This is an optimization exercise on Yosys and OpenROAD, whose aim is small area and a short achievable clock period, not a production implementation.
Only simulation tests tie the RTL to the original design; equivalence was not proved.
Power is estimated from default activity; no workload was simulated.

## v6
// mips_pipe
module mips_pipe (
  input  logic        clk,
  input  logic        rst_n,
  output logic [31:0] pc_f,
  input  logic [31:0] instr_f,
  output logic        memwrite_m,
  output logic [31:0] aluout_m,
  output logic [31:0] writedata_m,
  input  logic [31:0] readdata_m
);
For scale: about 4,000 cells after synthesis, ~1,300 flip-flops, about 160 I/O pins, about 55,000 sq um of cells after synthesis.
clock: 6.5 ns
lec_check: 0
cap_margin: 20
core_margin: 2
core_utilization: 40
cts_buf_list: sky130_fd_sc_hd__clkbuf_16
cts_cluster_diameter: 80
cts_cluster_size: 25
setup_slack_margin: 3.7
slew_margin: 20
tns_end_percent: 0
run.sh (not shown) runs the stock make flow with config.mk's settings and CLKGATE_MAP_FILE= SYNTH_SCRIPT=/design/flow/synth_recipe.tcl, a recipe that flattens the netlist after the stock synthesis.
[inputs] v7 vs v6
Settings: CTS_CLUSTER_DIAMETER: 80 -> unset; CTS_CLUSTER_SIZE: 25 -> unset; CTS_BUF_LIST: sky130_fd_sc_hd__clkbuf_16 -> unset.
==> flow/flow/run.sh (new file) <==
#!/bin/bash
# Standard layout (standard synthesis included) with these changes:
#  - port buffers are buf_2 cells instead of the delay-cell default,
#  - timing repair may resize a cell to any cell of the same function
#    (not only one with the same footprint),
#  - clock tree synthesis adds no dummy loads and clusters up to 25 sinks
#    (within 80 um) per clkbuf_16 leaf buffer.
# The make output goes to flow.log here; each ORFS step keeps its own log
# under orfs/logs.
set -euo pipefail
bash standard.sh \
  "BUFFER_PORTS_ARGS=-buffer_cell sky130_fd_sc_hd__buf_2" \
  MATCH_CELL_FOOTPRINT=0 \
  "CTS_ARGS=-sink_clustering_enable -repair_clock_nets -dont_use_dummy_load -buf_list sky130_fd_sc_hd__clkbuf_16 -sink_clustering_size 25 -sink_clustering_max_diameter 80" \
  finish > flow.log 2>&1
==> flow/standard.sh (new file) <==
#!/bin/bash
# synth_recipe.tcl (not shown) runs the flow's synth.tcl, then flattens the netlist and writes it again
# the make line also repeats each setting of config.mk as NAME=value (left out here)
make -C /OpenROAD-flow-scripts/flow DESIGN_CONFIG=/design/flow/config.mk WORK_HOME=/design/flow/orfs CLKGATE_MAP_FILE= SYNTH_SCRIPT=/design/flow/synth_recipe.tcl "${@:-finish}"
removed: flow/run.sh
[summary]
- v6 → v7: total routing resource utilization after global routing held; proportion of cell area occupied by multi-input gates went up 0.72 points; count of plain and timing-repair buffers went down 27.
- Final cell area: v7 below v6
- A beginning of the critical path of instr_f[21] is what v6 shows, while instr_f[18] belongs to v7.
- ~same worst-case setup margin in the final layout in v6 and v7
- There was hardly any difference in average cell area after synthesis between v6 and v7.
- The routed length on met1 in v7 was lower than what v6 gave.


mips_pipe, a different RTL version from the one above (not shown whole).
For scale: ~4100 cells after synthesis, ~1300 flip-flops, about 160 I/O pins.
// mips_pipe
module mips_pipe (
  input  logic        clk,
  input  logic        rst_n,
  output logic [31:0] pc_f,
  input  logic [31:0] instr_f,
  output logic        memwrite_m,
  output logic [31:0] aluout_m,
  output logic [31:0] writedata_m,
  input  logic [31:0] readdata_m
);
clock: 6.5 ns
lec_check: 0
cap_margin: 20
core_margin: 2
core_utilization: 40
setup_slack_margin: 3.3
slew_margin: 20
tns_end_percent: 100
standard.sh (not shown) runs the stock make flow with config.mk's settings and CLKGATE_MAP_FILE= SYNTH_SCRIPT=/design/flow/synth_recipe.tcl, a recipe that flattens the netlist after the stock synthesis.
==> flow/flow/run.sh <==
#!/bin/bash
# Standard layout (standard synthesis included) with these changes:
#  - port buffers are buf_2 cells instead of the delay-cell default,
#  - timing repair may resize a cell to any cell of the same function
#    (not only one with the same footprint),
#  - clock tree synthesis adds no dummy loads and clusters up to 25 sinks
#    (within 80 um) per clkbuf_16 leaf buffer.
# The make output goes to flow.log here; each ORFS step keeps its own log
# under orfs/logs.
set -euo pipefail
bash standard.sh \
  "BUFFER_PORTS_ARGS=-buffer_cell sky130_fd_sc_hd__buf_2" \
  MATCH_CELL_FOOTPRINT=0 \
  "CTS_ARGS=-sink_clustering_enable -repair_clock_nets -dont_use_dummy_load -buf_list sky130_fd_sc_hd__clkbuf_16 -sink_clustering_size 25 -sink_clustering_max_diameter 80" \
  finish > flow.log 2>&1
Change:
CAP_MARGIN = 10   (was 20)
SETUP_SLACK_MARGIN = 3.4   (was 3.3)
SLEW_MARGIN = 10   (was 20)
What happened:
- wire length came out higher by 1.7%
- core utilization came out higher by 0.85 points
- global-route usage came out higher by 0.86 points
- via count came out higher by 1.8%
- non-clock buffer count came out higher by 69
- cell area came out higher by 1.8%
- clock power barely changes
- worst hold slack stays flat
- register-to-register slack improved by 0.16 ns
- cell count came out higher by 1.1%
- worst setup slack improved by 0.082 ns
Change:
CAP_MARGIN = 20   (was 10)
PLACE_DENSITY = 0.55   (was unset)
SLEW_MARGIN = 20   (was 10)
Worst hold slack gets worse by 0.010 ns.
Total power barely changes.
Count of clock-buffer cells in the layout climbs by 1.
Wire length climbs slightly.

==> separate check: timing with driven ports <==
How much do the figures lean on ideal ports? The routed layouts below were timed once more, with nothing changed but the port constraints.
Step 1 (the two cells are an assumption about what drives the block):
set clk [get_ports {clk}]
set_driving_cell -lib_cell sky130_fd_sc_hd__clkbuf_16 $clk
set_driving_cell -lib_cell sky130_fd_sc_hd__buf_2 [delete_from_list [all_inputs] $clk]
Step 2 times the ports against the registers' clock, not the clock port: input delays grow and output delays shrink by t, the midpoint of the rising clock arrivals with the driver on.
Slacks: no drivers / after step 1 / after step 2; pairs: no drivers / after step 1.
| run | t, ns | slack for setup (ns) | worst hold slack (ns) | slew at the worst register clock pin (ns) | pins driven straight from the clock port |
|---|---|---|---|---|---|
| v6 | 0.784 | 2.919 / 2.963 / 2.180 | 0.330 / 0.330 / 0.330 | 0.11 / 0.11 | 1 |
| v7 | 0.748 | 2.919 / 2.950 / 2.201 | 0.295 / 0.295 / 0.295 | 0.11 / 0.11 | 1 |
| the first run of note 2 | 0.799 | 3.103 / 3.102 / 2.390 | 0.317 / 0.317 / 0.317 | 0.11 / 0.11 | 1 |
| the second run of note 2 | 0.813 | 3.184 / 3.217 / 2.404 | 0.318 / 0.318 / 0.318 | 0.11 / 0.11 | 1 |
| the third run of note 2 | 0.816 | 3.235 / 3.244 / 2.429 | 0.307 / 0.307 / 0.307 | 0.11 / 0.11 | 1 |
After both steps setup and hold are still met in every run listed. The setup slack of the third run of note 2, which loses most, moves by +0.009 ns with the drivers and by -0.806 ns with both steps.
